What follows belongs to an exercise in optimizing a design on an open flow for small area; a production flow would make more cautious choices.
In this exercise RTL edits were held to simulation tests only and were not proved equivalent to the original.
Power figures rest on the tool's default switching activity, not on a simulated workload. The flow treats the clock pin as an ideal source, which a real chip does not have.

**flow/design.v**
```verilog
package cps_pkg;
  typedef enum logic [1:0] {
    R_IDLE,
    R_READY,
    R_RUNNING,
    R_STOPPING
  } run_state_e;
  typedef enum logic [1:0] {
    CMD_NONE  = 2'd0,
    CMD_INIT  = 2'd1,
    CMD_START = 2'd2,
    CMD_STOP  = 2'd3
  } cmd_opcode_e;
  typedef struct packed {
    logic [6-1:0] row_start;
    logic [6-1:0] row_end;
    logic [4-1:0] col_start;
    logic [4-1:0] col_end;
  } readout_window_t;   
  typedef logic [16-1:0][16-1:0] adc_beat_t;
  typedef struct packed {
    logic                cyc;
    logic                stb;
    logic                we;
    logic [3-1:0] adr;
    logic [32-1:0]  dat;
  } wb_req_t;
  typedef struct packed {
    logic               ack;
    logic               err;
    logic [32-1:0] dat;
  } wb_rsp_t;
endpackage
`timescale 1ns/1ps
module cps_readout (
  input  logic                                 clk100M,
  input  logic                                 rst_command,
  input  logic                                 wb_cyc,
  input  logic                                 wb_stb,
  input  logic                                 wb_we,
  input  logic [3-1:0]                 wb_adr,
  input  logic [32-1:0]                   wb_dat_i,
  output logic                                 wb_ack,
  output logic                                 wb_err,
  output logic [32-1:0]                   wb_dat_o,
  input  logic                                 beat_valid,
  output logic                                 beat_ready,
  input  logic [16*16-1:0]   beat_data,
  input  logic                                 frame_start
);
  localparam int NSLOT = 64 / 8;    
  localparam int BEAT_W = 16 * 16;
  localparam logic [8:0] VETO_SEED = 9'h001;
  function automatic logic [8:0] lfsr_next(input logic [8:0] s);
    lfsr_next = {s[7:0], s[8] ^ s[4]};
  endfunction
  function automatic logic [8:0] lfsr_after(input integer n);
    logic [8:0] s;
    integer i;
    s = VETO_SEED;
    for (i = 0; i < n; i = i + 1)
      s = {s[7:0], s[8] ^ s[4]};
    lfsr_after = s;
  endfunction
  localparam logic [8:0] VETO_END = lfsr_after(450);
  logic                   ack_q, err_q;
  logic [3-1:0]   adr_q;        
  logic [1:0]             cmd_op;       
  logic                   cmd_ph;       
  logic [6-1:0]      pw_row_start, pw_row_end;    
  logic [4-1:0]      pw_col_start, pw_col_end;
  logic [6-1:0]      w_row_start, w_row_end;      
  logic [4-1:0]      w_col_start, w_col_end;
  logic [7:0]             frame_cnt;
  logic [18:0]            status_q;     
  logic [1:0]             run_state;
  logic [8:0]             veto_lfsr;
  logic [6-1:0]      row;
  logic [4-1:0]      col;
  logic                   ser_busy;     
  logic                   hold_valid;   
  logic                   end_pend;     
  logic [7-1:0] wr_ptr;       
  logic [7-1:0] rd_ptr;
  logic [64*32-1:0] mem;
  logic req, wr_en, rd_data, fifo_rd, fifo_empty;
  logic [1:0] cmd;
  logic [7-1:0] level;
  logic prog_full, veto, frame_done;
  assign req     = wb_cyc && wb_stb && !ack_q && !err_q;
  assign wr_en   = req && wb_we;
  assign rd_data = req && !wb_we && (wb_adr == 3'd6);
  assign fifo_rd = rd_data && !fifo_empty;
  assign cmd     = cmd_ph ? cmd_op : 2'd0;
  always_ff @(posedge clk100M) begin
    adr_q    <= wb_adr;
    status_q <= {frame_cnt, level, prog_full, veto, run_state};
  end
  always_ff @(posedge clk100M) begin
    if (rst_command) begin
      ack_q        <= 1'b0;
      err_q        <= 1'b0;
      cmd_op       <= 2'd0;
      cmd_ph       <= 1'b0;
      pw_row_start <= '0;
      pw_row_end   <= '0;
      pw_col_start <= '0;
      pw_col_end   <= '0;
      w_row_start  <= '0;
      w_row_end    <= '0;
      w_col_start  <= '0;
      w_col_end    <= '0;
      frame_cnt    <= '0;
    end else begin
      ack_q <= req && !(rd_data && fifo_empty);
      err_q <= rd_data && fifo_empty;
      if (wr_en && wb_adr == 3'd0) begin
        cmd_op <= wb_dat_i[1:0];
        cmd_ph <= 1'b0;
      end else if (!cmd_ph) begin
        cmd_ph <= 1'b1;
      end else begin
        cmd_op <= 2'd0;
      end
      if (wr_en && wb_adr == 3'd1) pw_row_start <= wb_dat_i[6-1:0];
      if (wr_en && wb_adr == 3'd2)   pw_row_end   <= wb_dat_i[6-1:0];
      if (wr_en && wb_adr == 3'd3) pw_col_start <= wb_dat_i[4-1:0];
      if (wr_en && wb_adr == 3'd4)   pw_col_end   <= wb_dat_i[4-1:0];
      if (cmd == cps_pkg::CMD_INIT) begin
        w_row_start <= pw_row_start;
        w_row_end   <= pw_row_end;
        w_col_start <= pw_col_start;
        w_col_end   <= pw_col_end;
      end
      if (frame_done)
        frame_cnt <= frame_cnt + 8'd1;
    end
  end
  logic [64-1:0] rsel;
  logic [32-1:0]     mem_out;
  always_comb begin
    for (int w = 0; w < 64; w++)
      rsel[w] = (adr_q == 3'd6) && (rd_ptr[5:0] == 6'(w + 1));
    mem_out = '0;
    for (int w = 0; w < 64; w++)
      mem_out = mem_out | ({32{rsel[w]}} & mem[32*w +: 32]);
  end
  assign wb_dat_o = mem_out
    | ({32{adr_q == 3'd1}} & 32'(pw_row_start))
    | ({32{adr_q == 3'd2}}   & 32'(pw_row_end))
    | ({32{adr_q == 3'd3}} & 32'(pw_col_start))
    | ({32{adr_q == 3'd4}}   & 32'(pw_col_end))
    | ({32{adr_q == 3'd5}}    & {8'h00, status_q[18:11], 1'b0, status_q[10:4], 4'h0, status_q[3:0]});
  assign wb_ack = ack_q;
  assign wb_err = err_q;
  assign veto = (veto_lfsr != VETO_END);
  always_ff @(posedge clk100M) begin
    if (rst_command) begin
      run_state <= cps_pkg::R_IDLE;
      veto_lfsr <= VETO_SEED;
    end else begin
      if (veto)
        veto_lfsr <= lfsr_next(veto_lfsr);
      case (run_state)
        cps_pkg::R_IDLE:     if (cmd == cps_pkg::CMD_INIT)  run_state <= cps_pkg::R_READY;
        cps_pkg::R_READY:    if (cmd == cps_pkg::CMD_START) run_state <= cps_pkg::R_RUNNING;
        cps_pkg::R_RUNNING:  if (cmd == cps_pkg::CMD_STOP)  run_state <= cps_pkg::R_STOPPING;
        default:             if (frame_done)                run_state <= cps_pkg::R_READY;
      endcase
    end
  end
  logic accept, in_win, keep, at_end, ser_free;
  logic [2:0] kslot;
  assign beat_ready = !hold_valid && !end_pend;
  assign accept = beat_valid && beat_ready;
  assign in_win = (row >= w_row_start) && (row <= w_row_end) &&
                  (col >= w_col_start) && (col <= w_col_end);
  assign keep   = accept && in_win && run_state[1] && !veto && !prog_full;
  assign at_end = (row == w_row_end) && (col == w_col_end);
  assign ser_free   = !ser_busy || (wr_ptr[2:0] == 3'd7);
  assign frame_done = ser_busy && (wr_ptr[2:0] == 3'd7) && end_pend && !hold_valid;
  assign kslot  = wr_ptr[5:3] + 3'(ser_busy);
  always_ff @(posedge clk100M) begin
    if (rst_command || frame_start) begin
      row <= '0;
      col <= '0;
    end else if (accept) begin
      if (col == 4'(16 - 1))
        row <= row + 1'b1;
      col <= col + 1'b1;
    end
  end
  always_ff @(posedge clk100M) begin
    if (rst_command) begin
      ser_busy   <= 1'b0;
      hold_valid <= 1'b0;
      end_pend   <= 1'b0;
      wr_ptr     <= '0;
      rd_ptr     <= '0;
    end else begin
      if (ser_free)
        ser_busy <= hold_valid || keep;
      if (ser_free)
        hold_valid <= 1'b0;
      else if (keep)
        hold_valid <= 1'b1;
      if (keep && at_end)
        end_pend <= 1'b1;
      else if (frame_done)
        end_pend <= 1'b0;
      if (ser_busy)
        wr_ptr <= wr_ptr + 1'b1;
      if (fifo_rd)
        rd_ptr <= rd_ptr + 1'b1;
    end
  end
  for (genvar s = 0; s < NSLOT; s++) begin : g_slot
    always_ff @(posedge clk100M) begin
      if (keep && kslot == 3'(s))
        mem[BEAT_W*s +: BEAT_W] <= beat_data;
    end
  end
  assign level      = wr_ptr - rd_ptr;
  assign fifo_empty = (wr_ptr == rd_ptr);
  assign prog_full  = (level >= 7'(48));
endmodule
```
**flow/constraint.sdc**
```tcl
create_clock -name core_clock -period 10.0 [get_ports {clk100M}]
set_input_delay 2.0000 -clock core_clock [delete_from_list [all_inputs] [get_ports {clk100M}]]
set_output_delay 2.0000 -clock core_clock [all_outputs]
set_load 0.01 [all_outputs]
```
**flow/config.mk**
```make
export PLATFORM = sky130hd
export DESIGN_NAME = cps_readout
export DESIGN_NICKNAME = cps_readout
export VERILOG_FILES = /design/flow/design.v
export SDC_FILE = /design/flow/constraint.sdc
export NUM_CORES = 4
export LEC_CHECK = 0
export CAP_MARGIN = 20
export CORE_MARGIN = 2
export CORE_UTILIZATION = 40
export SLEW_MARGIN = 20
```
**flow/run.sh**
```bash
#!/bin/bash
# synth_recipe.tcl (not shown) runs the flow's synth.tcl, then flattens the netlist and writes it again
# the make line also repeats each setting of config.mk as NAME=value (left out here)
make -C /OpenROAD-flow-scripts/flow DESIGN_CONFIG=/design/flow/config.mk WORK_HOME=/design/flow/orfs CLKGATE_MAP_FILE= SYNTH_SCRIPT=/design/flow/synth_recipe.tcl finish
```
==> qor.yml, run 1 <==
status: "complete, no violations"
ys_ff_latch: 2161
syn-cell-area_um2: 80000
cts_made_buffers: 213
postRouteAntennaNets: 0
ioPinCount: 333
first_pass_iters: 6
routed_wl_um: 327000
cts.repair.resized: 0
place_congestion: 0.950
criticalPathCategory: "flip-flop to output port"
netlist_instances: 4613
yosysUniqueCellTypes: 78
synth-main-ff-cell: "edfxtp_1"
hold_viol_final: 0
synth_common_cells: "edfxtp_1 (2048), a22oi_1 (693), nand2_1 (190)"
period_minus_slack_ns: 8.07
power_density_nw_per_um2: 192
setup_viol_count_final: 0
clockBufferDepth: 3
die_h_um: 451
finalInstanceArea_um2: 94500
crit_path_start_kind: "flip-flop"
drtIter0Drc: 10200
rsz0062_at_grt: "false"
tightest_slew_ns: 1.32
leakagePower_nw: 29.2
worstSetupEndpointType: "output port"
overflow: 0
area_growth_pct: 18.1
cts_sinks: 2161
drive_gt1_frac: 0.121
core-area_um2: 199000
holdWs_ns: 0.378
yosys_warnings: 1
antenna_found_initial: 54
fmax_ghz: 0.124
rows: 164
dieArea_um2: 204000
io_buffers: 306
cts_setup_buffers: 0
dpl.hpwl_um: 202000
yosysMostFrequentCell: "edfxtp_1"
clk_pin_slew_worst_paths_ns: 0.06
grt_pass1_wl_um: 435000
setup_tns_ns: 0
hold_path.class: "flip-flop to flip-flop"
nets: 5404
grt_use_total: 0.314
power.total_mw: 18.2
seq_area_frac_synth: 0.797
wl_per_cell_um: 41.2
fillers: 16700
synthArstFlopShare: 0
first_global_vias: 49000
cp_max_fo: 28
start_util: 0.401
drc_errors: 0
max_cap_violations: 0
synth.top_cells.by_area: "edfxtp_1 (77%), a22oi_1 (6.5%), dfxtp_1 (2.8%)"
htree_levels: 4
yosysTopAreaCell: "edfxtp_1"
ctsHoldBuffers: 0
syn_area_per_cell_um2: 17.3
crit_arrival_ns: 6.07
cts_tree: "yes"
worstSkewPairLatency_ns: 0.87
grt_max_degree: 135
cts_root_buffer: "clkbuf_16"
fin_skew_ns: 0.0376
synth-edff-count: 2048
required_ns: 8.00
die_w_um: 451
vdd_drop_max_mv: 0.173
vias: 52800
max-slew-margin-rel: 0.115
slew_viol_final: 0
synth_nets: 4953
placedInstanceArea_um2: 87600
via_per_inst: 6.66
fin_crit_sh: 0.807
synthDominantCellAreaShare: 0.769
==> flip-flops by register name, summed over array words and instances (netlist names), 2 cells and up <==
signal,cells
row,6
rd_ptr,7
adr_q,3
pw_row_start,6
frame_cnt,8
cmd_op,2
mem,2048
w_row_end,6
run_state,2
w_col_start,4
status_q,19
veto_lfsr,9
wr_ptr,7
pw_col_start,4
pw_col_end,4
pw_row_end,6
col,4
w_row_start,6
w_col_end,4
==> final timing paths <==
kind             endpoint    startpoint  slack, ns  cells after the start
max          wb_dat_o[16]     rd_ptr[1]       1.93                     12
min          status_q[18]  frame_cnt[7]       0.38                      0
max reg2reg     mem[1059]     rd_ptr[3]       3.98                     11
min reg2reg  status_q[18]  frame_cnt[7]       0.38                      0
==> kinds of logic (layout without fill, tap and decap cells) <==
group,count (synthesis),count (layout),share of synthesized area
AOI/OAI and AO/OA,1192,1192,0.113
xor gates and xnor gates,32,32,0.00350
adders and majority gates,42,42,0.00666
buffers and inverters,296,923,0.0165
DFF,2161,2161,0.797
muxes,55,55,0.00718
other,0,28,0
and+or+nand+nor,835,835,0.0554
==> cell usage in the layout, fill, tap and decap left out, types with 84 or more instances in the layout <==
cell             instances
buf_4                  166
a22oi_1                693
nand3_1                103
a21oi_1                 84
nand2_1                190
a22o_1                 100
dfxtp_1                110
nand4_1                125
clkdlybuf4s50_1        305
edfxtp_1              2048
nor2_1                 103
clkbuf_16              215
==> per-stage QoR <==
| step | setup WS, ns | utilization | std cells |
|---|---|---|---|
| finish | 1.93 | 0.474 | 7924 |
| global route | 2.02 | 0.474 | 7907 |
| CTS | 2.11 | 0.474 | 7894 |
| detailed placement | 3.04 | 0.439 | 7503 |
| global placement | 3.05 | 0.439 | 7501 |
| floorplan | -1.81 | - | 4613 |
==> where the power goes <==
| part | switching, mW | leakage (nW) | internal (mW) |
|---|---|---|---|
| registers | 0.00546 | 19.3 | 9.89 |
| clock network | 3.48 | 3.31 | 4.41 |
| logic | 0.252 | 6.55 | 0.118 |
| total | 3.74 | 29.2 | 14.4 |
==> worst max-delay path, cell delays in order, from the launching register on <==
cell and delay [ns]:
dfxtp_1 0.40, inv_1 0.19, ha_4 0.60, buf_4 0.56, nand4b_4 0.55, nor2_4 0.89
buf_4 0.59, a22o_1 0.20, a221oi_1 0.04, and3_1 0.20, nand4_1 0.13, or4_1 0.20
clkdlybuf4s50_1 0.56
==> metal layers <==
metal  GRT usage  routed length, µm  vias to the layer above
li1            -                  -                    20100
met1       0.397             111000                    26800
met2       0.461             142000                     4820
met3       0.115              50200                     1064
met4       0.187              23300                       34
met5     0.00592                369                        -
==> area by class of cell <==
class                           instances  area, µm²  area share
Clock inverter                        106       1030      0.0109
Clock buffer                          285       5770      0.0610
Timing Repair Buffer                  494       4750      0.0503
Sequential cell                      2161      63800       0.675
Antenna cell                           28       70.1    0.000742
Tap cell                             2656       3320      0.0352
Multi-Input combinational cell       2156      15600       0.165
Inverter                               38        143     0.00151
==> inputs of run 2 (changes only) <==
--- a/flow/design.v
+++ b/flow/design.v
@@ -106,10 +106,6 @@
       pw_row_end   <= '0;
       pw_col_start <= '0;
       pw_col_end   <= '0;
-      w_row_start  <= '0;
-      w_row_end    <= '0;
-      w_col_start  <= '0;
-      w_col_end    <= '0;
       frame_cnt    <= '0;
     end else begin
       ack_q <= req && !(rd_data && fifo_empty);
@@ -126,14 +122,16 @@
       if (wr_en && wb_adr == 3'd2)   pw_row_end   <= wb_dat_i[6-1:0];
       if (wr_en && wb_adr == 3'd3) pw_col_start <= wb_dat_i[4-1:0];
       if (wr_en && wb_adr == 3'd4)   pw_col_end   <= wb_dat_i[4-1:0];
-      if (cmd == cps_pkg::CMD_INIT) begin
-        w_row_start <= pw_row_start;
-        w_row_end   <= pw_row_end;
-        w_col_start <= pw_col_start;
-        w_col_end   <= pw_col_end;
-      end
       if (frame_done)
         frame_cnt <= frame_cnt + 8'd1;
+    end
+  end
+  always_ff @(posedge clk100M) begin
+    if (!rst_command && cmd == cps_pkg::CMD_INIT) begin
+      w_row_start <= pw_row_start;
+      w_row_end   <= pw_row_end;
+      w_col_start <= pw_col_start;
+      w_col_end   <= pw_col_end;
     end
   end
   logic [64-1:0] rsel;
@@ -141,10 +139,12 @@
   always_comb begin
     for (int w = 0; w < 64; w++)
       rsel[w] = (adr_q == 3'd6) && (rd_ptr[5:0] == 6'(w + 1));
-    mem_out = '0;
-    for (int w = 0; w < 64; w++)
-      mem_out = mem_out | ({32{rsel[w]}} & mem[32*w +: 32]);
-  end
+  end
+  fifo_read_mux u_rmux (
+    .mem (mem),
+    .sel (rsel),
+    .out (mem_out)
+  );
   assign wb_dat_o = mem_out
     | ({32{adr_q == 3'd1}} & 32'(pw_row_start))
     | ({32{adr_q == 3'd2}}   & 32'(pw_row_end))
@@ -224,3 +224,43 @@
   assign fifo_empty = (wr_ptr == rd_ptr);
   assign prog_full  = (level >= 7'(48));
 endmodule
+module fifo_read_mux (
+  input  logic [64*32-1:0] mem,
+  input  logic [64-1:0]         sel,
+  output logic [32-1:0]             out
+);
+  for (genvar b = 0; b < 32; b++) begin : g_bit
+    logic [64-1:0] lane;
+    for (genvar w = 0; w < 64; w++) begin : g_w
+      assign lane[w] = mem[32*w + b];
+    end
+    read_mux_lane u_lane (
+      .d   (lane),
+      .sel (sel),
+      .y   (out[b])
+    );
+  end
+endmodule
+module read_mux_lane (
+  input  logic [64-1:0] d,
+  input  logic [64-1:0] sel,
+  output logic                   y
+);
+  logic [21:0] t_n;
+  for (genvar g = 0; g < 21; g++) begin : g_a3
+    aoi222 u_g (
+      .d (d[3*g +: 3]),
+      .s (sel[3*g +: 3]),
+      .y (t_n[g])
+    );
+  end
+  assign t_n[21] = ~(d[63] & sel[63]);
+  assign y = ~&t_n;
+endmodule
+module aoi222 (
+  input  logic [2:0] d,
+  input  logic [2:0] s,
+  output logic       y
+);
+  assign y = ~((d[0] & s[0]) | (d[1] & s[1]) | (d[2] & s[2]));
+endmodule
--- a/flow/config.mk
+++ b/flow/config.mk
@@ -8,4 +8,8 @@
 export CAP_MARGIN = 20
 export CORE_MARGIN = 2
 export CORE_UTILIZATION = 40
+export CTS_CLUSTER_DIAMETER = 100
+export CTS_CLUSTER_SIZE = 25
 export SLEW_MARGIN = 20
+export SYNTH_HIERARCHICAL = 1
+export SYNTH_MINIMUM_KEEP_SIZE = 0
==> run 2 against run 1 <==
Effect of this change:
- non-clock buffer count decreased by 73
- count of clock-buffer cells in the layout decreased by 155
- largest power group unchanged
- largest cell class unchanged
- worst setup slack gained 0.13 ns
- still clean on timing, DRC and antenna
- critical endpoint is now wb_dat_o[4]
- hold slack got worse by 0.0034 ns
- synthesized cell count fell by 22%
- highest routed layer unchanged
- critical path depth shrank 1
==> qor.yml, run 2 <==
status: "complete, no violations"
yosysTopAreaCell: "edfxtp_1"
dieArea_um2: 192000  # -5.6%
top_register: "mem"
drtIter0Drc: 8724  # -14%
io_buffers: 306  # unchanged
fin_skew_ns: 0.0718  # +0.0342 ns
core-area_um2: 188000  # -5.8%
dpl.hpwl_um: 149000  # -26%
muxShareOfSynthArea: 0.00325  # -0.00393
routed_wl_um: 253000  # -23%
wl_per_cell_um: 37.9  # -8.0%
synth_simple_gate_area_frac: 0.0359  # -0.0195
postRouteAntennaNets: 0  # unchanged
yosys_warnings: 7  # +6
synth_compound_gate_area_share: 0.0993  # -0.0141
cts_made_buffers: 98  # -54%
rsz0062_at_grt: "false"
hold_path.class: "flip-flop to flip-flop"
criticalPathCategory: "flip-flop to output port"
fin_crit_sh: 0.794  # -0.0131
rows: 159  # -3.0%
seq_area_frac_synth: 0.848  # +0.0507
die_w_um: 438  # -2.9%
clockBufferDepth: 3  # unchanged
yosysMostFrequentCell: "edfxtp_1"
setup_viol_count_final: 0  # unchanged
cts_root_buffer: "clkbuf_16"
period_minus_slack_ns: 7.94  # -0.131 ns
syn-cell-area_um2: 75400  # -5.7%
synth_top_family_by_area: "compound AO/OA/AOI/OAI gates"
crit_path_start_kind: "flip-flop"
leakagePower_nw: 26.5  # -9.1%
clk_pin_slew_worst_paths_ns: 0.11  # +0.05 ns
ctsHoldBuffers: 0  # unchanged
fillers: 15700  # -6.0%
syn_area_per_cell_um2: 20.8  # +20%
max_cap_violations: 0  # unchanged
drc_errors: 0  # unchanged
vdd_drop_max_mv: 0.168  # -3.1%
nets: 4459  # -17%
via_per_inst: 6.59  # -1.0%
synth-main-ff-cell: "edfxtp_1"
synthDominantCellAreaShare: 0.823  # +0.0543
required_ns: 8.00  # about the same
numPlacedInstances: 6513  # -13%
max-slew-margin-rel: 0.115  # about the same
synth_nets: 3960  # -20%
synth_common_cells: "edfxtp_1 (2068), a222oi_1 (672), nand4_1 (141)"
overflow: 0  # unchanged
synth-edff-count: 2068  # +0.98%
grt_pass1_wl_um: 341000  # -22%
largest_reg_flops: 2048  # unchanged
ys_ff_latch: 2161  # unchanged
fin_cells: 6676  # -16%
vias: 44000  # -17%
tightest_slew_ns: 1.32  # +0.00294 ns
place_congestion: 0.833  # -12%
yosysUniqueCellTypes: 55  # -29%
synth_fa_ha_area_frac: 0.00707  # +0.000402
slew_viol_final: 0  # unchanged
crit_arrival_ns: 5.94  # -0.13 ns
hold_viol_final: 0  # unchanged
power_density_nw_per_um2: 173  # -10%
synth.top_cells.by_area: "edfxtp_1 (82%), a222oi_1 (8.9%), dfxtp_1 (2.5%)"
worstSetupEndpointType: "output port"
cts_setup_buffers: 0  # unchanged
grt_use_total: 0.257  # -0.0573
grt_max_degree: 169  # +25%
cts_sinks: 2161  # unchanged
first_pass_iters: 11  # +5
ioPinCount: 333  # unchanged
area_growth_pct: 14.0
die_h_um: 438  # -2.9%
synth_xor_xnor_area_share: 0.00348  # -0.0000210
synthArstFlopShare: 0  # unchanged
start_util: 0.402  # +0.000678
final_common_cell: "edfxtp_1"
cts.repair.resized: 0  # unchanged
netlist_instances: 3620  # -22%
htree_levels: 3  # -1
drive_gt1_frac: 0.0757  # -0.0455
first_global_vias: 41700  # -15%
cp_max_fo: 18  # -36%
final_cell_mix: "edfxtp_1 (2068), a222oi_1 (672), clkdlybuf4s50_1 (305), nand4_1 (141), buf_4 (107)"
cts_tree: "yes"
worstSkewPairLatency_ns: 0.81  # -0.06 ns
fmax_ghz: 0.126  # +1.6%
holdWs_ns: 0.374  # -0.00341 ns
largestRegisters: "mem (2048), status_q (19), veto_lfsr (9)"
antenna_found_initial: 62  # +15%
run 2: changes by cell type after synthesis, moves of 60 or more:
cell,previous run,this run
nor3_1,72,9
a22o_1,100,0
a222oi_1,26,672
a221oi_1,75,4
a22oi_1,693,6
a21oi_1,84,24
nand2_1,190,103
clkbuf_1,133,19
buf_2,77,2
run 2: worst paths after layout:
path                startpoint  cells after the start            to  slack, ns
setup / recovery      adr_q[0]                     11   wb_dat_o[4]       2.06
hold / removal    frame_cnt[7]                      0  status_q[18]       0.37
setup reg to reg     wr_ptr[0]                     11     mem[1172]       4.74
hold reg to reg   frame_cnt[7]                      0  status_q[18]       0.37
run 2: layer usage:
metal,up-vias,share of wire,routed length (µm),global-route usage
met1,23000,0.36,90900,0.332
met4,36,0.040,10200,0.106
li1,17400,-,-,-
met2,3025,0.48,121000,0.414
met3,524,0.12,30700,0.0630
met5,-,0.0010,252,0
run 2: final cells by class:
class / count / area, µm² / area share
clock buffers: 130 / 2620 / 0.0304
multi-input cells: 1401 / 11800 / 0.138
flip-flops and latches: 2161 / 64000 / 0.744
diodes: 20 / 50.0 / 0.000582
clock inverters: 12 / 193 / 0.00224
repair buffers: 421 / 4030 / 0.0469
well taps: 2495 / 3120 / 0.0363
inverters: 36 / 135 / 0.00157
run 2: critical path, stage by stage (launching register included):
cell,delay [ns]
dfxtp_1,0.43
nor2b_1,0.68
nand4_1,0.40
buf_4,0.39
nor2_4,0.95
buf_4,0.60
a222oi_1,0.19
nand4_1,0.14
a211oi_1,0.07
nand2_1,0.50
o21bai_1,0.20
clkdlybuf4s50_1,0.57
run 2: cells by family after synthesis:
logic type / after synthesis
xor gates and xnor gates: 30
AOI/OAI and AO/OA: 782
adders and majority gates: 42
buffers and inverters: 58
muxes: 24
and+or+nand+nor: 523
DFF: 2161
run 2: power breakdown:
group	switching [mW]	total [mW]	internal (mW)
Combinational	0.215	0.326	0.111
Sequential	0.00497	9.90	9.89
Clock	2.76	4.64	1.87
Total	2.98	14.9	11.9
run 2: per-stage QoR:
| step | area, µm² | util | TNS, ns | worst slack, ns | total power [mW] |
|---|---|---|---|---|---|
| global route | 85900 | 0.458 | 0 | 2.12 | 15.2 |
| finish | 86000 | 0.458 | 0 | 2.06 | 14.9 |
| detailed placement | 83100 | 0.443 | 0 | 3.07 | 10.4 |
| global placement | 83100 | 0.443 | 0 | 3.14 | 10.4 |
| floorplan | 75500 | - | -5351.70 | -3.59 | 10.1 |
| CTS | 85900 | 0.458 | 0 | 2.21 | 14.9 |
run 2: modules after synthesis (local to each module, per instance), excerpt:
module	copies in the design	area (µm²)
cps_readout	1	67100
read_mux_lane	32	51.3
aoi222	672	10.0
==> inputs of run 3 (changes only) <==
==> flow/flow/run.sh (new file) <==
#!/bin/bash
# The standard layout, with two changes: the port buffers are the smallest buffer
# cell, and clock tree synthesis adds no dummy loads and clusters sinks wider.
set -euo pipefail
export BUFFER_PORTS_ARGS="-buffer_cell sky130_fd_sc_hd__buf_1"
export CTS_ARGS="-sink_clustering_enable -repair_clock_nets -sink_clustering_size 25 -sink_clustering_max_diameter 100 -dont_use_dummy_load"
bash standard.sh > standard.log 2>&1
==> flow/standard.sh (new file) <==
#!/bin/bash
# synth_recipe.tcl (not shown) runs the flow's synth.tcl, then flattens the netlist and writes it again
# the make line also repeats each setting of config.mk as NAME=value (left out here)
make -C /OpenROAD-flow-scripts/flow DESIGN_CONFIG=/design/flow/config.mk WORK_HOME=/design/flow/orfs CLKGATE_MAP_FILE= SYNTH_SCRIPT=/design/flow/synth_recipe.tcl "${@:-finish}"
removed: flow/run.sh
==> run 3 against run 2 <==
Effect of this change:
- die area stayed put
- sequential share of layout area up 2.1 points
- sequential power about the same
- combinational power shrank 25%
- via count fell by 0.85%
- largest power group unchanged
- highest routed layer unchanged
- power decreased by 2.5%
- fmax increased by 11%
- sequential cell count is the same
- global-route usage is 0.53 points lower
- clock skew is 0.014 ns higher
==> qor.yml, run 3 <==
critical_path_depth: 11  # unchanged
tightest_slew_ns: 1.22  # -0.107 ns
holdCritStartpoint: "frame_cnt[5]"
ys_ff_latch: 2161  # unchanged
grt_use_total: 0.251  # -0.00529
r2r-end: "mem[6]"
yosysTopAreaCell: "edfxtp_1"
p_sw_mw: 2.82  # -5.3%
yosys_warnings: 7  # unchanged
fin_cells: 6624  # -0.78%
crit_arrival_ns: 5.12  # -0.82 ns
area_growth_pct: 10.8
syn_area_per_cell_um2: 20.8  # unchanged
slew_viol_final: 0  # unchanged
numPlacedInstances: 6505  # -0.12%
drc_errors: 0  # unchanged
synth-main-ff-cell: "edfxtp_1"
cts_sinks: 2161  # unchanged
grt_pass1_wl_um: 335000  # -1.8%
yosysMostFrequentCell: "edfxtp_1"
nets: 4449  # -0.22%
status: "complete, no violations"
grt_max_degree: 172  # +1.8%
routed_wl_um: 247000  # -2.3%
crit_path_frequent_cell: "buf_4"
htree_levels: 3  # unchanged
rows: 159  # unchanged
via_per_inst: 6.59  # about the same
power_density_nw_per_um2: 173  # +0.29%
fin_skew_ns: 0.0857  # +0.0139 ns
synth-edff-count: 2068  # unchanged
synthDominantCellAreaShare: 0.823  # unchanged
setup_viol_count_final: 0  # unchanged
cp_max_fo: 17  # -1
drive_gt1_frac: 0.0709  # -0.00485
dpl.hpwl_um: 147000  # -1.6%
postRouteAntennaNets: 0  # unchanged
hold_end: "status_q[16]"
start_util: 0.402  # unchanged
criticalPathCategory: "flip-flop to output port"
synth.top_cells.by_area: "edfxtp_1 (82%), a222oi_1 (8.9%), dfxtp_1 (2.5%)"
crit_slowest_cell: "nor2_4"
ctsHoldBuffers: 0  # unchanged
vdd_drop_max_mv: 0.135  # -20%
place_congestion: 0.836  # +0.44%
final_common_cell: "edfxtp_1"
clk_pin_slew_worst_paths_ns: 0.10  # about the same
die_h_um: 438  # unchanged
drtIter0Drc: 8785  # +0.70%
cts_made_buffers: 97  # -1.0%
cts_tree: "yes"
final_cell_mix: "edfxtp_1 (2068), a222oi_1 (672), buf_1 (305), nand4_1 (141), nand2_1 (103)"
place_ws_ns: 3.78  # +0.710 ns
required_ns: 8.00  # about the same
holdWs_ns: 0.383  # +0.00816 ns
p_sw_frac: 0.195  # -0.00574
top_register: "mem"
critPathBufInv: 3  # unchanged
setup_tns_ns: 0  # unchanged
r2r_cells: 11  # unchanged
reg2reg_setup_slack_ns: 4.74  # about the same
die_w_um: 438  # unchanged
synthArstFlopShare: 0  # unchanged
io_buffers: 306  # unchanged
regToRegStartpoint: "wr_ptr[0]"
synth_nets: 3960  # unchanged
wl_per_cell_um: 37.4  # -1.5%
worstSkewPairLatency_ns: 0.78  # -0.03 ns
largestRegisters: "mem (2048), status_q (19), veto_lfsr (9)"
cts_setup_buffers: 0  # unchanged
critPathMaxStageDelay_ns: 0.93  # -0.02 ns
clockBufferDepth: 3  # unchanged
hold_viol_final: 0  # unchanged
power_frac_clock: 0.300  # -0.012
rsz0062_at_grt: "false"
antenna_found_initial: 67  # +8.1%
core-area_um2: 188000  # unchanged
setup_ws_ns: 2.88  # +0.817 ns
syn-cell-area_um2: 75400  # unchanged
overflow: 0  # unchanged
max_cap_violations: 0  # unchanged
seq_area_frac_synth: 0.848  # unchanged
cts.repair.resized: 0  # unchanged
first_pass_iters: 9  # -2
hold_path.class: "flip-flop to flip-flop"
fin_util: 0.445  # -0.0128
max-slew-margin-rel: 0.186  # +0.0715
worstSetupEndpointType: "output port"
path_delay_family: "simple AND/OR/NAND/NOR gates"
hold_depth: 0  # unchanged
dieArea_um2: 192000  # unchanged
fin_crit_sh: 0.712  # -0.0817
synth_common_cells: "edfxtp_1 (2068), a222oi_1 (672), nand4_1 (141)"
p_int_mw: 11.7  # -1.8%
p_comb_frac: 0.017  # -0.005
cts_root_buffer: "clkbuf_16"
yosysUniqueCellTypes: 55  # unchanged
first_global_vias: 41000  # -1.7%
path_cells: "nor2b_1, nand4_1, buf_4, nor2_4, buf_4, a222oi_1, nand3_1, nor4_1, nand2_1, o21bai_1, buf_1"
period_minus_slack_ns: 7.12  # -0.817 ns
fmax_ghz: 0.140  # +11%
netlist_instances: 3620  # unchanged
vias: 43600  # -0.85%
largest_reg_flops: 2048  # unchanged
leakagePower_nw: 25.5  # -3.9%
ioPinCount: 333  # unchanged
crit_path_start_kind: "flip-flop"
sequentialPowerShare: 0.683  # +0.017
[run 3: routing by layer]
| metal | track usage | wire length, µm | vias up | part of all wire |
|---|---|---|---|---|
| met5 | 0 | 256 | - | 0.0010 |
| met1 | 0.339 | 90000 | 22800 | 0.36 |
| met2 | 0.403 | 118000 | 2962 | 0.48 |
| met4 | 0.0909 | 8910 | 38 | 0.036 |
| met3 | 0.0540 | 30700 | 428 | 0.12 |
| li1 | - | - | 17400 | - |
[run 3: worst max path at each step]
stage | start | to | slack (ns)
floorplan | beat_valid | mem[1000] | -3.59
global placement | adr_q[0] | wb_dat_o[5] | 3.80
global route | adr_q[0] | wb_dat_o[4] | 2.84
finish | adr_q[1] | wb_dat_o[5] | 2.88
detailed placement | adr_q[0] | wb_dat_o[5] | 3.78
CTS | adr_q[0] | wb_dat_o[5] | 2.97
[run 3: cell type report]
cell class                      count  area [µm²]
Multi-Input combinational cell   1401       11800
Tap cell                         2495        3120
Sequential cell                  2161       64000
Inverter                           36         135
Antenna cell                       22        55.1
Timing Repair Buffer              412        2010
Clock buffer                       97        2430
Fill cell                       16000      104000
[run 3: modules after synthesis, one instance, submodules excluded, excerpt]
| module | cells | area, µm² |
|---|---|---|
| read_mux_lane | 9 | 51.3 |
| aoi222 | 1 | 10.0 |
| cps_readout | 2660 | 67100 |
[run 3: power groups by stage]
stage,sequential (mW),combinational (mW),clock [mW]
floorplan,10.1,0.0282,0
global placement,10.1,0.244,0
detailed placement,10.1,0.248,0
CTS,9.90,0.248,4.40
global route,9.90,0.264,4.68
finish,9.90,0.245,4.35
[run 3: worst reg2reg max path: cells and delay by family (launching register included)]
| family | cells | cell delay (ns) |
|---|---|---|
| adders and majority gates | 2 | 0.63 |
| and+or+nand+nor | 4 | 1.07 |
| buffers and inverters | 3 | 1.86 |
| DFF | 1 | 0.43 |
| AOI/OAI and AO/OA | 2 | 0.77 |
[run 3: kinds of logic after synthesis]
kind of cell,synth area share
simple gates,0.0359
mux,0.00325
xor+xnor,0.00348
fa+ha+maj,0.00707
flops,0.848
buf+inv,0.00294
compound gates,0.0993
[run 3: through the flow]
step / total power, mW / cell area [µm²]
floorplan: 10.1 / 75500
global placement: 10.3 / 81100
detailed placement: 10.4 / 81100
CTS: 14.5 / 83500
global route: 14.8 / 83600
finish: 14.5 / 83600
==> inputs of run 4 (changes only) <==
--- a/flow/design.v
+++ b/flow/design.v
@@ -72,7 +72,8 @@
   logic [6-1:0]      w_row_start, w_row_end;      
   logic [4-1:0]      w_col_start, w_col_end;
   logic [7:0]             frame_cnt;
-  logic [18:0]            status_q;     
+  logic                   wrote_q, fd_q, veto_q;    
+  logic [1:0]             rs_q;         
   logic [1:0]             run_state;
   logic [8:0]             veto_lfsr;
   logic [6-1:0]      row;
@@ -94,7 +95,10 @@
   assign cmd     = cmd_ph ? cmd_op : 2'd0;
   always_ff @(posedge clk100M) begin
     adr_q    <= wb_adr;
-    status_q <= {frame_cnt, level, prog_full, veto, run_state};
+    wrote_q  <= ser_busy;
+    fd_q     <= frame_done;
+    veto_q   <= veto;
+    rs_q     <= run_state;
   end
   always_ff @(posedge clk100M) begin
     if (rst_command) begin
@@ -134,6 +138,10 @@
       w_col_end   <= pw_col_end;
     end
   end
+  logic [7:0] st_frames;
+  logic [7-1:0] st_level;
+  assign st_frames = frame_cnt - 8'(fd_q);
+  assign st_level  = level - 7'(wrote_q);
   logic [64-1:0] rsel;
   logic [32-1:0]     mem_out;
   always_comb begin
@@ -150,7 +158,7 @@
     | ({32{adr_q == 3'd2}}   & 32'(pw_row_end))
     | ({32{adr_q == 3'd3}} & 32'(pw_col_start))
     | ({32{adr_q == 3'd4}}   & 32'(pw_col_end))
-    | ({32{adr_q == 3'd5}}    & {8'h00, status_q[18:11], 1'b0, status_q[10:4], 4'h0, status_q[3:0]});
+    | ({32{adr_q == 3'd5}}    & {8'h00, st_frames, 1'b0, st_level, 4'h0, st_level >= 7'd48, veto_q, rs_q});
   assign wb_ack = ack_q;
   assign wb_err = err_q;
   assign veto = (veto_lfsr != VETO_END);
==> flow/flow/run.sh (replaced) <==
#!/bin/bash
# The standard layout, with two changes: the port buffers are the smallest buffer
# cell, and clock tree synthesis adds no dummy loads and clusters sinks wider.
set -euo pipefail
export BUFFER_PORTS_ARGS="-buffer_cell sky130_fd_sc_hd__buf_1"
export CTS_ARGS="-sink_clustering_enable -repair_clock_nets -sink_clustering_size 30 -sink_clustering_max_diameter 100 -dont_use_dummy_load"
bash standard.sh > standard.log 2>&1
--- a/flow/config.mk
+++ b/flow/config.mk
@@ -9,7 +9,7 @@
 export CORE_MARGIN = 2
 export CORE_UTILIZATION = 40
 export CTS_CLUSTER_DIAMETER = 100
-export CTS_CLUSTER_SIZE = 25
+export CTS_CLUSTER_SIZE = 30
 export SLEW_MARGIN = 20
 export SYNTH_HIERARCHICAL = 1
 export SYNTH_MINIMUM_KEEP_SIZE = 0
==> run 4 against run 3 <==
Effect of this change:
- still clean on timing, DRC and antenna
- sequential power is 0.6% lower
- routed wire length is 2.6% higher
- power is 2.5% lower
- sequential share of layout area hardly changed
- critical path depth stayed put
- cell area is 0.46% lower
- die area hardly changed
- sequential cell count is 14 lower
- fmax is 2.0% lower
- worst setup slack worse by 0.14 ns
- largest power group unchanged
==> qor.yml, run 4 <==
dpl.hpwl_um: 150000  # +1.8%
p_sw_frac: 0.195  # -0.000291
first_pass_iters: 13  # +4
fin_skew_ns: 0.0650  # -0.0207 ns
yosysMostFrequentCell: "edfxtp_1"
top_register: "mem"
synth.top_cells.by_area: "edfxtp_1 (82%), a222oi_1 (8.9%), dfxtp_1 (2.1%)"
crit_path_start_kind: "flip-flop"
ctsHoldBuffers: 0  # unchanged
via_per_inst: 6.66  # +1.1%
worstSetupEndpointType: "output port"
crit_arrival_ns: 5.26  # +0.14 ns
overflow: 0  # unchanged
required_ns: 8.00  # about the same
grt_use_total: 0.257  # +0.00574
synth-main-ff-cell: "edfxtp_1"
cts_tree: "yes"
regToRegStartpoint: "rd_ptr[3]"
synthArstFlopShare: 0  # unchanged
io_buffers: 306  # unchanged
syn-cell-area_um2: 75400  # about the same
fin_util: 0.443  # -0.00203
synthDominantCellAreaShare: 0.824  # about the same
synth-edff-count: 2068  # unchanged
setup_viol_count_final: 0  # unchanged
p_sw_mw: 2.75  # -2.6%
antenna_found_initial: 55  # -18%
power_frac_clock: 0.286  # -0.014
rows: 159  # unchanged
hold_path.class: "flip-flop to flip-flop"
p_int_mw: 11.4  # -2.5%
grt_pass1_wl_um: 340000  # +1.6%
cts_root_buffer: "clkbuf_16"
criticalPathCategory: "flip-flop to output port"
dieArea_um2: 192000  # about the same
slew_viol_final: 0  # unchanged
area_growth_pct: 10.4
synth_nets: 3981  # +0.53%
cts_made_buffers: 83  # -14%
power.total_mw: 14.1  # -2.5%
setup_ws_ns: 2.74  # -0.144 ns
r2r-end: "mem[426]"
period_minus_slack_ns: 7.26  # +0.144 ns
place_congestion: 0.837  # about the same
largestRegisters: "mem (2048), veto_lfsr (9), frame_cnt (8)"
netlist_instances: 3637  # +0.47%
p_comb_frac: 0.017  # about the same
seq_area_frac_synth: 0.845  # -0.00309
hold_end: "rs_q[0]"
drtIter0Drc: 8649  # -1.5%
routed_wl_um: 254000  # +2.6%
holdCritStartpoint: "run_state[0]"
max_cap_violations: 0  # unchanged
final_cell_mix: "edfxtp_1 (2068), a222oi_1 (672), buf_1 (305), nand4_1 (142), nand2_1 (106)"
place_ws_ns: 3.63  # -0.153 ns
placedInstanceArea_um2: 81000  # -0.11%
hold_viol_final: 0  # unchanged
grt_max_degree: 166  # -3.5%
core-area_um2: 188000  # unchanged
hold_depth: 0  # unchanged
fin_cells: 6632  # +0.12%
final_common_cell: "edfxtp_1"
reg2reg_setup_slack_ns: 5.06  # +0.32 ns
fmax_ghz: 0.138  # -2.0%
cp_max_fo: 17  # unchanged
status: "complete, no violations"
setup_tns_ns: 0  # unchanged
rsz0062_at_grt: "false"
fin_crit_sh: 0.726  # +0.0144
leakagePower_nw: 25.2  # -1.3%
synth_common_cells: "edfxtp_1 (2068), a222oi_1 (672), nand4_1 (142)"
numPlacedInstances: 6521  # +0.25%
tightest_slew_ns: 1.21  # -0.00873 ns
power_density_nw_per_um2: 170  # -2.0%
syn_area_per_cell_um2: 20.7  # -0.54%
sequentialPowerShare: 0.697  # +0.014
first_global_vias: 41200  # +0.44%
yosysTopAreaCell: "edfxtp_1"
postRouteAntennaNets: 0  # unchanged
htree_levels: 3  # unchanged
clockBufferDepth: 3  # unchanged
yosysUniqueCellTypes: 53  # -3.6%
cts.repair.resized: 0  # unchanged
drc_errors: 0  # unchanged
r2r_cells: 11  # unchanged
nets: 4457  # +0.18%
start_util: 0.402  # about the same
ioPinCount: 333  # unchanged
cts_setup_buffers: 0  # unchanged
max-slew-margin-rel: 0.192  # +0.00583
vias: 44200  # +1.2%
worstSkewPairLatency_ns: 0.75  # -0.03 ns
yosys_warnings: 7  # unchanged
vdd_drop_max_mv: 0.124  # -7.8%
holdWs_ns: 0.410  # +0.0278 ns
drive_gt1_frac: 0.0681  # -0.00274
die_h_um: 438  # about the same
cts_sinks: 2147  # -0.65%
finalInstanceArea_um2: 83200  # -0.46%
die_w_um: 438  # about the same
largest_reg_flops: 2048  # unchanged
ys_ff_latch: 2147  # -0.65%
clk_pin_slew_worst_paths_ns: 0.12  # +0.02 ns
wl_per_cell_um: 38.3  # +2.4%
==> run 4: cell count changes after synthesis, sizes merged, moves of 4 or more <==
cell	before	now
dfxtp	93	79
o21bai	2	16
xnor2	15	25
a21o	17	8
buf	2	8
xor2	15	20
ha	41	45
nand3	52	56
nor2b	19	15
==> run 4: worst max-delay path, cell delays in order (launching register included) <==
cell	delay, ns
dfxtp_1	0.48
nor2b_1	0.68
nand4_1	0.20
buf_4	0.32
nor2_4	0.95
buf_4	0.56
a222oi_1	0.20
nand4_1	0.19
a211oi_1	0.07
nand2_1	0.27
o21bai_1	0.34
buf_1	0.22
==> run 4: cell families after synthesis <==
logic type      after synthesis  share of synthesized area
flops                      2147                      0.845
compound gates              782                     0.0995
simple gates                532                     0.0364
buf+inv                      62                    0.00319
fa+ha+maj                    46                    0.00774
xor+xnor                     45                    0.00523
mux                          23                    0.00314
==> run 4: per-module statistics from Yosys, one instance, submodules excluded, a selection <==
module | copies in the design | area [µm²] | flip-flops and latches
cps_readout | 1 | 67000 | 2147
aoi222 | 672 | 10.0 | 0
read_mux_lane | 32 | 51.3 | 0
==> run 4: worst max-delay path by stage <==
stage	startpoint	end	depth (start not counted)
floorplan	beat_valid	mem[1280]	8
global placement	adr_q[0]	wb_dat_o[1]	11
detailed placement	adr_q[0]	wb_dat_o[1]	11
CTS	adr_q[0]	wb_dat_o[1]	11
global route	adr_q[0]	wb_dat_o[3]	12
finish	adr_q[1]	wb_dat_o[22]	11
==> run 4: layout make-up <==
cell class              count  area, µm²
repair buffers            417       2130
diodes                     26       65.1
well taps                2495       3120
fillers                 16000     104000
flip-flops and latches   2147      63700
multi-input cells        1428      12000
inverters                  36        135
clock buffers              83       2080
==> run 4: power groups by stage <==
stage	Clock [mW]	Combinational [mW]	Sequential, mW
5_1_grt	4.36	0.257	9.84
2_1_floorplan	0	0.0271	10.0
6_report	4.04	0.242	9.84
4_1_cts	4.07	0.244	9.84
3_3_place_gp	0	0.241	10.0
3_5_place_dp	0	0.243	10.0
==> run 4: routing by layer <==
layer	share of wire	vias up	GRT usage	routed length [µm]
met1	0.36	23000	0.341	90200
li1	-	17400	-	-
met3	0.13	487	0.0596	33300
met4	0.043	36	0.109	10900
met5	0.00083	-	0	210
met2	0.47	3302	0.408	119000
==> inputs of run 5 (changes only) <==
--- a/flow/design.v
+++ b/flow/design.v
@@ -144,9 +144,20 @@
   assign st_level  = level - 7'(wrote_q);
   logic [64-1:0] rsel;
   logic [32-1:0]     mem_out;
+  logic [7:0]             rp_hi, rp_lo;    
   always_comb begin
-    for (int w = 0; w < 64; w++)
-      rsel[w] = (adr_q == 3'd6) && (rd_ptr[5:0] == 6'(w + 1));
+    for (int i = 0; i < 8; i++) begin
+      rp_hi[i] = (adr_q == 3'd6) && (rd_ptr[5:3] == 3'(i));
+      rp_lo[i] = (rd_ptr[2:0] == 3'(i));
+    end
+  end
+  for (genvar w = 0; w < 64; w++) begin : g_rsel
+    localparam int P = (w + 1) % 64;
+    read_sel_gate u_g (
+      .a (rp_hi[P / 8]),
+      .b (rp_lo[P % 8]),
+      .y (rsel[w])
+    );
   end
   fifo_read_mux u_rmux (
     .mem (mem),
@@ -272,3 +283,10 @@
 );
   assign y = ~((d[0] & s[0]) | (d[1] & s[1]) | (d[2] & s[2]));
 endmodule
+module read_sel_gate (
+  input  logic a,
+  input  logic b,
+  output logic y
+);
+  assign y = a & b;
+endmodule
==> flow/flow/run.sh (replaced) <==
#!/bin/bash
# The standard layout (the standard.sh, standard synthesis included), with three changes:
# - the port buffers are the smallest buffer cell, sky130_fd_sc_hd__buf_1;
# - timing-driven global placement keeps only the resizer changes made once the placement
#   has spread out (overflow below 0.4), not those made on the first rough placement;
# - clock tree synthesis adds no dummy loads and clusters up to 28 sinks within 100 um.
set -euo pipefail
export BUFFER_PORTS_ARGS="-buffer_cell sky130_fd_sc_hd__buf_1"
export GPL_KEEP_OVERFLOW=0.4
export CTS_ARGS="-sink_clustering_enable -repair_clock_nets -sink_clustering_size 28 -sink_clustering_max_diameter 100 -dont_use_dummy_load"
bash standard.sh > standard.log 2>&1
--- a/flow/config.mk
+++ b/flow/config.mk
@@ -9,7 +9,7 @@
 export CORE_MARGIN = 2
 export CORE_UTILIZATION = 40
 export CTS_CLUSTER_DIAMETER = 100
-export CTS_CLUSTER_SIZE = 30
+export CTS_CLUSTER_SIZE = 28
 export SLEW_MARGIN = 20
 export SYNTH_HIERARCHICAL = 1
 export SYNTH_MINIMUM_KEEP_SIZE = 0
==> run 5 against run 4 <==
Effect of this change:
- fmax decreased by 3.2%
- first-iteration DRC count increased by 24%
- routed wire length decreased by 0.66%
- worst setup slack got worse by 0.24 ns
- utilization decreased by 0.23 points
- sequential cell count unchanged
- cell area decreased by 0.42%
- sequential power about the same
- hold slack improved by 0.0071 ns
- global-route usage decreased by 0.23 points
- critical path type unchanged
- largest cell class unchanged
- largest power group unchanged
==> qor.yml, run 5 <==
dieArea_um2: 192000  # +0.30%
vias: 44000  # -0.43%
p_sw_mw: 2.77  # +0.84%
placedInstanceArea_um2: 80600  # -0.53%
max-slew-margin-rel: 0.251  # +0.0595
p_sw_frac: 0.195  # +0.000437
wl_per_cell_um: 38.2  # -0.12%
largestRegisters: "mem (2048), veto_lfsr (9), frame_cnt (8)"
die_h_um: 439  # +0.15%
power.total_mw: 14.2  # +0.61%
crit_arrival_ns: 5.50  # +0.24 ns
grt_max_degree: 156  # -6.0%
cts.repair.resized: 0  # unchanged
worstSetupEndpointType: "output port"
ctsHoldBuffers: 0  # unchanged
setup_tns_ns: 0  # unchanged
cts_root_buffer: "clkbuf_16"
drc_errors: 0  # unchanged
via_per_inst: 6.66  # +0.11%
synth_nets: 3989  # +0.20%
antenna_found_initial: 80  # +45%
synthArstFlopShare: 0  # unchanged
rsz0062_at_grt: "false"
cts_tree: "yes"
cts_setup_buffers: 0  # unchanged
yosysUniqueCellTypes: 60  # +13%
hold_viol_final: 0  # unchanged
period_minus_slack_ns: 7.50  # +0.241 ns
synth.top_cells.by_area: "edfxtp_1 (82%), a222oi_1 (8.9%), dfxtp_1 (2.1%)"
ys_ff_latch: 2147  # unchanged
first_global_vias: 40900  # -0.75%
clk_pin_slew_worst_paths_ns: 0.11  # about the same
max_cap_violations: 0  # unchanged
worstSkewPairLatency_ns: 0.80  # +0.05 ns
largest_reg_flops: 2048  # unchanged
io_buffers: 306  # unchanged
cts_made_buffers: 87  # +4.8%
leakagePower_nw: 25.2  # +0.20%
synth-main-ff-cell: "edfxtp_1"
yosysTopAreaCell: "edfxtp_1"
area_growth_pct: 9.56
core-area_um2: 188000  # +0.11%
yosysMostFrequentCell: "edfxtp_1"
cts_sinks: 2147  # unchanged
status: "complete, no violations"
power_density_nw_per_um2: 172  # +1.0%
grt_use_total: 0.255  # -0.00227
grt_pass1_wl_um: 338000  # -0.67%
p_int_mw: 11.4  # +0.56%
synth_common_cells: "edfxtp_1 (2068), a222oi_1 (672), nand4_1 (141)"
die_w_um: 439  # +0.15%
criticalPathCategory: "flip-flop to output port"
drtIter0Drc: 10700  # +24%
place_congestion: 0.835  # -0.19%
hold_path.class: "flip-flop to flip-flop"
slew_viol_final: 0  # unchanged
fin_util: 0.441  # -0.00235
fin_skew_ns: 0.0974  # +0.0324 ns
fin_crit_sh: 0.750  # +0.0241
ioPinCount: 333  # unchanged
first_pass_iters: 21  # +8
holdWs_ns: 0.418  # +0.00707 ns
crit_path_start_kind: "flip-flop"
dpl.hpwl_um: 135000  # -9.8%
p_comb_frac: 0.016  # about the same
seq_area_frac_synth: 0.842  # -0.00253
setup_viol_count_final: 0  # unchanged
top_register: "mem"
final_cell_mix: "edfxtp_1 (2068), a222oi_1 (672), buf_1 (305), nand4_1 (141), nand2_1 (94)"
netlist_instances: 3643  # +0.16%
vdd_drop_max_mv: 0.126  # +1.1%
syn-cell-area_um2: 75600  # +0.30%
power_frac_clock: 0.291  # +0.005
rows: 159  # unchanged
cp_max_fo: 25  # +8
sequentialPowerShare: 0.692  # -0.005
overflow: 0  # unchanged
synthDominantCellAreaShare: 0.821  # -0.00247
htree_levels: 3  # unchanged
fmax_ghz: 0.133  # -3.2%
fillers: 16100  # +0.80%
postRouteAntennaNets: 0  # unchanged
final_common_cell: "edfxtp_1"
required_ns: 8.00  # about the same
yosys_warnings: 7  # unchanged
syn_area_per_cell_um2: 20.8  # +0.14%
routed_wl_um: 252000  # -0.66%
start_util: 0.403  # +0.000780
drive_gt1_frac: 0.0556  # -0.0125
finalInstanceArea_um2: 82800  # -0.42%
clockBufferDepth: 3  # unchanged
nets: 4413  # -0.99%
synth-edff-count: 2068  # unchanged
tightest_slew_ns: 1.12  # -0.0864 ns
==> run 5: changes by cell type in the layout (fill, tap and decap cells not counted), sizes merged, moves of 7 or more <==
cell	delta
and2	+66
nor2	-60
buf	-59
nand2	-12
diode	+10
o21bai	-8
nor4	+7
==> run 5: path summary, 6_finish.rpt <==
check	depth (start not counted)	from	to	slack (ns)
worst min register to register	0	run_state[0]	rs_q[0]	0.42
worst max-delay path	11	adr_q[2]	wb_dat_o[13]	2.50
worst min-delay path	0	run_state[0]	rs_q[0]	0.42
worst max register to register	10	rd_ptr[2]	mem[1910]	4.80
==> run 5: cells by family after synthesis <==
group	share of synthesized area
AOI/OAI and AO/OA	0.0996
adders and majority gates	0.00804
xor gates and xnor gates	0.00463
and+or+nand+nor	0.0388
DFF	0.842
buffers and inverters	0.00305
muxes	0.00356
==> run 5: modules after synthesis (local to each module, per instance), a selection <==
module,flip-flops and latches,times used
aoi222,0,672
cps_readout,2147,1
read_sel_gate,0,64
read_mux_lane,0,32
==> run 5: per-layer routing <==
layer  routed length, µm  global-route usage  up-vias
met4                9340              0.0920       38
met2              115000               0.388     3521
met3               36200              0.0684      493
met1               91600               0.352    22600
met5                 235                   0        -
li1                    -                   -    17300
==> run 5: power by group through the flow <==
stage / Sequential [mW] / Clock (mW) / Combinational (mW)
after CTS: 9.84 / 4.16 / 0.235
after global routing: 9.84 / 4.44 / 0.250
after floorplan: 10.0 / 0 / 0.0269
after global placement: 10.0 / 0 / 0.231
after detailed placement: 10.0 / 0 / 0.234
final: 9.84 / 4.14 / 0.233
==> run 5: worst max-delay path, stage by stage, from the launching register on <==
cell	delay (ns)
dfxtp_1	0.57
nor2b_1	0.63
nand3_1	0.28
nor3_1	0.83
and2_4	0.82
buf_4	0.39
a222oi_1	0.16
nand3_1	0.16
nor4_1	0.07
nand2_1	0.37
o21bai_1	0.25
buf_1	0.20
==> run 5: stage by stage <==
stage / std cells / worst slack, ns
after global placement: 6473 / 3.43
after detailed placement: 6473 / 3.38
after floorplan: 3643 / -1.79
after global routing: 6582 / 2.38
final: 6596 / 2.50
after CTS: 6560 / 2.55
==> run 5: final cells by class <==
class	instances	area (µm²)	share of cell area
sequential	2147	63700	0.769
multi-input combinational	1437	12000	0.145
tap	2495	3120	0.0377
clock buffer	87	2180	0.0263
timing repair buffer	358	1640	0.0198
inverter	36	135	0.00163
antenna	36	90.1	0.00109

## separate check: timing with driven ports
No port has a modelled driver above. Below, the same layouts with a new extraction and two added sets of constraints.
Step 1 (the two cells are an assumption about what drives the block):
set clk [get_ports {clk100M}]
set_driving_cell -lib_cell sky130_fd_sc_hd__clkbuf_16 $clk
set_driving_cell -lib_cell sky130_fd_sc_hd__buf_2 [delete_from_list [all_inputs] $clk]
Step 2 also shifts input and output timing later by t, the mid clock arrival at the registers, as if the neighbouring blocks saw the same clock.
Slacks: no drivers / after step 1 / after step 2; pairs: no drivers / after step 1.
run	shift t [ns]	slack for setup (ns)	worst setup path after step 2	slew at the worst register clock pin (ns)	worst slew at a driven data input, ns
run 1	0.935	1.934 / 1.844 / 2.780	register to output	0.07 / 0.07	0.19
run 2	0.861	2.065 / 1.979 / 2.840	register to output	0.11 / 0.11	0.22
run 3	0.824	2.882 / 2.795 / 3.619	register to output	0.11 / 0.11	0.20
run 4	0.810	2.738 / 2.651 / 3.461	register to output	0.12 / 0.12	0.24
run 5	0.818	2.497 / 2.418 / 3.236	register to output	0.11 / 0.11	0.23
After both steps setup and hold are still met in every run listed.
